This is an optimization exercise on Yosys and OpenROAD, whose aim is small area and a short achievable clock period, not a production implementation.
The RTL of this run was laid out without a check of its function.
No activity file was given, so power comes from the tool's default toggle rates.

[design/flow/config.mk]
export PLATFORM = sky130hd
export DESIGN_NAME = scope_capture
export DESIGN_NICKNAME = scope_capture
export VERILOG_FILES = /design/flow/design.v
export SDC_FILE = /design/flow/constraint.sdc
export NUM_CORES = 4
export LEC_CHECK = 0
export CAP_MARGIN = 20
export CORE_MARGIN = 2
export CORE_UTILIZATION = 60
export CTS_CLUSTER_DIAMETER = 60
export CTS_CLUSTER_SIZE = 25
export SETUP_SLACK_MARGIN = 2.6
export SLEW_MARGIN = 60
export SYNTH_HIERARCHICAL = 1
export SYNTH_MINIMUM_KEEP_SIZE = 0
[design/flow/design.v]
module scope_capture (
  input  logic        clk,
  input  logic        reset,
  input  logic [11:0] sin_in,
  input  logic [11:0] cos_in,
  input  logic [11:0] squ_in,
  input  logic [11:0] saw_in,
  input  logic [1:0]  sel,
  input  logic [11:0] trig_level,
  input  logic        trig_slope,
  input  logic [7:0]  decim,
  input  logic        arm,
  input  logic        abort,
  output logic        busy,
  output logic        done,
  input  logic [7:0]  rd_addr,
  output logic [11:0] rd_data
);
  logic        busy_q, done_q, capt_q;
  logic [3:0]  sel_q;       
  logic [11:0] level_q;
  logic        slope_q;
  logic [7:0]  decim_q;
  logic [7:0]  rem_q;       
  logic        zero_q;      
  logic [7:0]  wptr_q;
  logic        rise_q;      
  logic        fall_q;      
  logic [11:0] chan [4];
  assign chan[0] = sin_in;
  assign chan[1] = cos_in;
  assign chan[2] = squ_in;
  assign chan[3] = saw_in;
  logic [3:0] ge, le;
  always_comb begin
    for (int c = 0; c < 4; c++) begin
      ge[c] = (chan[c] >= level_q);
      le[c] = (chan[c] <= level_q);
    end
  end
  logic [11:0] cur;
  logic        cur_ge, cur_le;
  always_comb begin
    cur = '0;
    for (int c = 0; c < 4; c++) cur = cur | ({12{sel_q[c]}} & chan[c]);
  end
  assign cur_ge = |(ge & sel_q);
  assign cur_le = |(le & sel_q);
  logic strobe, hit, last, arm_ok;
  assign strobe = busy_q & zero_q;
  assign hit    = (rise_q & cur_ge) | (fall_q & cur_le);
  assign last   = &wptr_q;
  assign arm_ok = arm & ~abort & ~busy_q;
  always_ff @(posedge clk or negedge reset) begin
    if (!reset) begin
      busy_q <= 1'b0;
      done_q <= 1'b0;
      capt_q <= 1'b0;
    end else if (abort) begin
      busy_q <= 1'b0;
      done_q <= 1'b0;
      capt_q <= 1'b0;
    end else if (arm_ok) begin
      busy_q <= 1'b1;
      done_q <= 1'b0;
      capt_q <= 1'b0;
    end else if (strobe) begin
      if (!capt_q) begin
        if (hit) capt_q <= 1'b1;
      end else if (last) begin
        busy_q <= 1'b0;
        done_q <= 1'b1;
        capt_q <= 1'b0;
      end
    end
  end
  always_ff @(posedge clk) begin
    if (arm_ok) begin
      sel_q   <= 4'b0001 << sel;
      level_q <= trig_level;
      slope_q <= trig_slope;
      decim_q <= decim;
      rem_q   <= decim;
      zero_q  <= (decim == 8'd0);
      wptr_q  <= 8'd0;
      rise_q  <= 1'b0;
      fall_q  <= 1'b0;
    end else if (!abort && busy_q) begin
      if (zero_q) begin
        rem_q  <= decim_q;
        zero_q <= (decim_q == 8'd0);
        if (!capt_q) begin
          rise_q <= slope_q & ~cur_ge;
          fall_q <= ~slope_q & ~cur_le;
          if (hit) wptr_q <= 8'd1;
        end else if (!last) begin
          wptr_q <= wptr_q + 8'd1;
        end
      end else begin
        rem_q  <= rem_q - 8'd1;
        zero_q <= (rem_q == 8'd1);
      end
    end
  end
  logic        pend_q;
  logic [7:0]  paddr_q;
  logic [11:0] pdata_q;     
  always_ff @(posedge clk) begin
    pend_q  <= ~abort & strobe & (capt_q | hit);
    paddr_q <= wptr_q;
    pdata_q <= ~cur;
  end
  logic [11:0]  mem_q [256];
  logic [255:0] we;
  always_comb begin
    for (int k = 0; k < 256; k++) we[k] = pend_q & (paddr_q == 8'(k));
  end
  always_ff @(posedge clk) begin
    for (int k = 0; k < 256; k++)
      if (we[k]) mem_q[k] <= pdata_q;
  end
  logic [15:0] rsel_lo [4];
  logic [15:0] rsel_hi;
  for (genvar c = 0; c < 4; c++) begin : g_plo
    scope_dec4n u_dec (.a(rd_addr[3:0]), .y(rsel_lo[c]));
  end
  scope_dec4 u_dec_hi (.a(rd_addr[7:4]), .y(rsel_hi));
  logic byp;
  assign byp = pend_q & (paddr_q == rd_addr);
  logic [11:0] rd_d;
  for (genvar b = 0; b < 12; b++) begin : g_rd
    logic [127:0] p0;
    for (genvar g = 0; g < 128; g++) begin : g_leaf
      scope_o22ai u_leaf (
        .a1(rsel_lo[g / 32][(2*g) % 16]),   .a2(mem_q[2*g][b]),
        .b1(rsel_lo[g / 32][(2*g+1) % 16]), .b2(mem_q[2*g+1][b]),
        .y (p0[g])
      );
    end
    logic [63:0] n1;
    logic [15:0] p2;
    logic [7:0]  n3;
    logic [3:0]  p4;
    logic [1:0]  n5;
    logic        t6;
    for (genvar i = 0; i < 64; i++) begin : g_l1
      scope_o21ai u (.a1(p0[2*i]), .a2(p0[2*i+1]), .b1(rsel_hi[i / 4]), .y(n1[i]));
    end
    for (genvar i = 0; i < 16; i++) begin : g_l2
      scope_nand4 u (.a(n1[4*i]), .b(n1[4*i+1]), .c(n1[4*i+2]), .d(n1[4*i+3]), .y(p2[i]));
    end
    for (genvar i = 0; i < 8; i++) begin : g_l3
      scope_nor2 u (.a(p2[2*i]), .b(p2[2*i+1]), .y(n3[i]));
    end
    for (genvar i = 0; i < 4; i++) begin : g_l4
      scope_nand2 u (.a(n3[2*i]), .b(n3[2*i+1]), .y(p4[i]));
    end
    for (genvar i = 0; i < 2; i++) begin : g_l5
      scope_nor2 u (.a(p4[2*i]), .b(p4[2*i+1]), .y(n5[i]));
    end
    scope_a21oi u_l6 (.a1(n5[0]), .a2(n5[1]), .b1(byp), .y(t6));
    scope_a21o  u_l7 (.a1(byp), .a2(~pdata_q[b]), .b1(t6), .y(rd_d[b]));
  end
  logic [11:0] rd_q;
  always_ff @(posedge clk or negedge reset) begin
    if (!reset) rd_q <= 12'd0;
    else        rd_q <= rd_d;
  end
  assign busy    = busy_q;
  assign done    = done_q;
  assign rd_data = rd_q;
endmodule
module scope_o22ai (input logic a1, a2, b1, b2, output logic y);
  assign y = ~((a1 | a2) & (b1 | b2));
endmodule
module scope_nand2 (input logic a, b, output logic y);
  assign y = ~(a & b);
endmodule
module scope_nor2 (input logic a, b, output logic y);
  assign y = ~(a | b);
endmodule
module scope_nand4 (input logic a, b, c, d, output logic y);
  assign y = ~(a & b & c & d);
endmodule
module scope_o21ai (input logic a1, a2, b1, output logic y);
  assign y = ~((a1 | a2) & b1);
endmodule
module scope_a21oi (input logic a1, a2, b1, output logic y);
  assign y = ~((a1 & a2) | b1);
endmodule
module scope_a21o (input logic a1, a2, b1, output logic y);
  assign y = (a1 & a2) | b1;
endmodule
module scope_dec4n (input logic [3:0] a, output logic [15:0] y);
  always_comb begin
    for (int i = 0; i < 16; i++) y[i] = ~(a == 4'(i));
  end
endmodule
module scope_dec4 (input logic [3:0] a, output logic [15:0] y);
  always_comb begin
    for (int i = 0; i < 16; i++) y[i] = (a == 4'(i));
  end
endmodule
[design/flow/run.sh]
#!/bin/bash
# synth_recipe.tcl (not shown) runs the flow's synth.tcl, then flattens the netlist and writes it again
# the make line also repeats each setting of config.mk as NAME=value (left out here)
make -C /OpenROAD-flow-scripts/flow DESIGN_CONFIG=/design/flow/config.mk WORK_HOME=/design/flow/orfs CLKGATE_MAP_FILE= SYNTH_SCRIPT=/design/flow/synth_recipe.tcl finish
[design/flow/constraint.sdc]
create_clock -name core_clock -period 5.0 [get_ports {clk}]
set_input_delay 1.0000 -clock core_clock [delete_from_list [all_inputs] [get_ports {clk}]]
set_output_delay 1.0000 -clock core_clock [all_outputs]
set_load 0.01 [all_outputs]
==> run_results.csv <==
group,metric,value,unit
logic_synthesis,yosys.area.top_type_share,81.44,%
clock_tree,numCtsBuffers,182,
setup_path,critPathArrivalTime,3660,ps
cells_and_area,synthToLayoutAreaGrowth,21.91,%
global_route,antenna_found_initial,10,
global_route,overflow,0,
clock_tree,cts_root_buf,"clkbuf_16",
placement,numPortBuffers,96,
logic_synthesis,yosys-top-cells-area,"edfxtp_1 81%, o22ai_1 8.4%, o21ai_1 3.4%",
timing,fin_skew,41.08,ps
power_and_ir_drop,ir_drop,0.3675,mV
global_route,grt_use_total,37.32,%
die,start_util,60.28,%
setup_path,slowest_stage,"or4b_4",
timing,setup_tns,0,ps
die,die_y,440.9,um
logic_synthesis,syn_avg_cell_area,17.27,um2
clock_tree,clock_latency,890,ps
hold_path,hold_path_class,"flop to flop",
outcome,outcome,"timing/DRC/antenna clean",
setup_path,path_max_fanout,8,
routing,viasPerCell,7.077,
power_and_ir_drop,combPwrFrac,5.7,%
power_and_ir_drop,power_switching,0.01110,W
timing,timing.final.crit_period,2860,ps
clock_tree,clk_path_buf_depth,3,
clock_tree,clkTransAtPathRegs,90,ps
routing,post-route-drc-count,0,
setup_path,cp_num_buf_inv,3,
flow_run,drv_cap,0,
timing,hold_slack,381.4,ps
placement,gp_congestion,0.9004,
power_and_ir_drop,power_leakage,44.07,nW
global_route,grt_max_degree,114,
power_and_ir_drop,seq_power_share,60.0,%
logic_synthesis,yosysSeqAreaShare,82.31,%
power_and_ir_drop,swShare,22.68,%
logic_synthesis,yosys.area.top_type,"edfxtp_1",
timing,rsz0062_at_grt,"yes",
timing,worst_slack,2140,ps
die,core,190000,um2
placement,dp_hpwl,204.8,mm
routing,postRouteAntennaNets,0,
global_route,grt_first_pass_wirelength,507.9,mm
logic_synthesis,synth_nets,6767,
routing,first_pass_iters,6,
power_and_ir_drop,p_clk_share,34.3,%
timing,finalHoldViolCount,0,
timing,fmax,349.7,MHz
power_and_ir_drop,power_density,350.6,nW/um2
logic_synthesis,netlist_instances,6633,
cells_and_area,final_layout_size_suffix_gt1_share,23.53,%
logic_synthesis,synthArstFlopShare,0.4759,%
global_route,grt_pass1_vias,68150,
logic_synthesis,synth_top_cells_by_count,"3106 x edfxtp_1, 1536 x o22ai_1, 768 x o21ai_1",
setup_path,slowest_delay,510,ps
timing,period_share,57.20,%
setup_path,worst_ep_required_time,5800,ps
routing,routedWlPerCell,35.34,um
setup_path,crit_type,"flop to flop",
die,die_width,440.9,um
die,die_area,194400,um2
routing,drt_iter0_drc,11770,
power_and_ir_drop,internal_power,0.03785,W
timing,setup_viol,0,
clock_tree,cts_tree,"yes",
cells_and_area,nets,7894,
logic_synthesis,synth-edff-count,3106,
logic_synthesis,yosys_warnings,14,
cells_and_area,fill_cells,11580,
setup_path,crit_family,"compound AO/OA/AOI/OAI gates",
logic_synthesis,syn_area,114500,um2
logic_synthesis,yosysMostFrequentCell,"edfxtp_1",
placement,dp.cells,9708,
die,num_io_pins,97,
timing,drv_slew,0,
clock_tree,cts_htree_levels,4,
clock_tree,clock_sink_count,3152,
logic_synthesis,ys_ff_latch,3152,
timing,slew_headroom,55.89,%
placement,place_ws,70.90,ps
routing,vias,73810,
cells_and_area,stdcell_count,10430,
setup_path,start_kind,"flop",
die,num_rows,160,
timing,worst_slew_pin_slew,661.7,ps
logic_synthesis,synth_flop_cell,"edfxtp_1",
routing,totalWireLength,368.5,mm
logic_synthesis,yosys.cell_types.count,64,
setup_path,rrSetupSlack,2140,ps
setup_path,worstPathCellList,"clkinvlp_4 > buf_6 > ha_4 > nor2b_4 > o211ai_2 > a21oi_2 > o21bai_2 > a21bo_1 > or4b_4 > a22oi_4 > buf_12 > a21oi_4 > a311oi_2",
setup_path,critPathCaptureType,"flop",
stage by stage:
step                      utilization [%]  instance area (um2)  total power [W]
after floorplan                         -               115000          0.03082
after global placement              64.96               123400          0.03198
after detailed placement            65.71               124800          0.03213
after CTS                           72.47               137700          0.04887
after global routing                73.48               139600          0.05000
final                               73.49               139600          0.04895
power by group through the flow:
stage	clock network, W	logic (W)	registers (W)
finish	0.0168	0.00278	0.0294
global route	0.0178	0.00285	0.0294
CTS	0.0169	0.00261	0.0294
detailed placement	0	0.00215	0.0300
global placement	0	0.00193	0.0301
floorplan	0	0.000651	0.0302
placed cells by master, fill, tap and decap left out, types with 27 or more instances in the layout:
| master | synthesis | final |
|---|---|---|
| edfxtp_1 | 3106 | 3106 |
| o22ai_1 | 1536 | 1470 |
| o21ai_1 | 768 | 641 |
| buf_4 | 0 | 543 |
| nor2_1 | 406 | 227 |
| nand4_1 | 210 | 210 |
| clkbuf_16 | 0 | 199 |
| buf_12 | 0 | 160 |
| o21ai_2 | 0 | 120 |
| nor2_4 | 0 | 115 |
| buf_6 | 8 | 91 |
| buf_16 | 0 | 75 |
| nor2_2 | 0 | 64 |
| clkdlybuf4s50_1 | 0 | 59 |
| o22ai_2 | 0 | 43 |
| nand2_1 | 100 | 42 |
| ha_1 | 51 | 33 |
| nand2_2 | 0 | 31 |
| a21oi_1 | 36 | 28 |
| inv_1 | 35 | 27 |
Yosys stat by module (local to each module, per instance), a selection:
module / cells inside / copies in the design / flops+latches
scope_dec4n: 20 / 4 / 0
scope_capture: 3845 / 1 / 3152
scope_nand4: 1 / 192 / 0
scope_a21o: 1 / 12 / 0
scope_o21ai: 1 / 768 / 0
scope_dec4: 20 / 1 / 0
scope_nor2: 1 / 120 / 0
registers in the layout (all words and copies together) (netlist names), 4 cells and up:
name,count
paddr_q,8
mem_q,3072
rd_q,12
sel_q,4
wptr_q,8
pdata_q,12
decim_q,8
rem_q,8
level_q,12
cell families (layout without fill, tap and decap cells):
group,after synthesis,count (layout),synth area share [%]
AOI/OAI and AO/OA,2437,2437,12.61
other,0,9,0
DFF,3152,3152,82.31
adders and majority gates,51,51,0.5572
buffers and inverters,102,1363,0.3955
and+or+nand+nor,877,893,4.023
xor gates and xnor gates,14,14,0.1071
path summary, 6_finish.rpt:
kind                       startpoint         end  depth (start not counted)
max                        level_q[1]   wptr_q[2]                         13
min                         wptr_q[7]  paddr_q[7]                          0
max reg2reg                level_q[1]   wptr_q[2]                         13
min reg2reg                 wptr_q[7]  paddr_q[7]                          0
max in group asynchronous       reset     rd_q[0]                          2
min in group asynchronous       reset    rd_q[11]                          2
layer usage:
layer / up-vias / GRT usage, % / part of all wire, %
met5: - / 0 / 0.0071
met4: 4 / 16.29 / 4.9
met3: 726 / 6.108 / 12
met2: 5069 / 56.76 / 46
met1: 37600 / 54.16 / 37
li1: 30410 / - / -
what timing repair did:
item,CTS,global route
hold buffers,1,0
hold endpoints to repair,15,0
pin swaps,296,187
setup buffers,210,75
setup endpoints to repair,2905,491
gates resized for setup,754,190
cloned,72,13
layout make-up:
class / instances / area (um2) / share of cell area, %
clock buffer: 201 / 4773 / 3.419
tap: 2511 / 3142 / 2.250
sequential: 3152 / 94340 / 67.57
inverter: 35 / 142.6 / 0.1022
antenna: 9 / 22.52 / 0.01613
clock inverter: 133 / 1464 / 1.048
timing repair buffer: 994 / 12250 / 8.771
multi-input combinational: 3395 / 23490 / 16.82

## what the ideal ports hide
In the flow no input, the clock included, has a driving cell. The finished layout below was timed again as built, in two steps. Step 1, drivers: a clkbuf_16 drives clk and a buf_2 each remaining input, both assumed. Step 2 adds t to the input delays and takes it off the output delays; t is the mean of the earliest and latest rising clock arrival at the registers after step 1. Input paths then give back, and output paths get back, about the clock's delay inside the block. Three values: ideal ports, drivers, drivers and shift; two values: the first two.
t (ns): 0.957
setup slack, ns: 2.140 / 2.085 / 1.128
latest minus earliest clock arrival (ns): 0.042 / 0.042
After both steps setup and hold are still met in this run. The setup slack of this run moves by -0.055 ns with the drivers and by -1.012 ns with both steps.
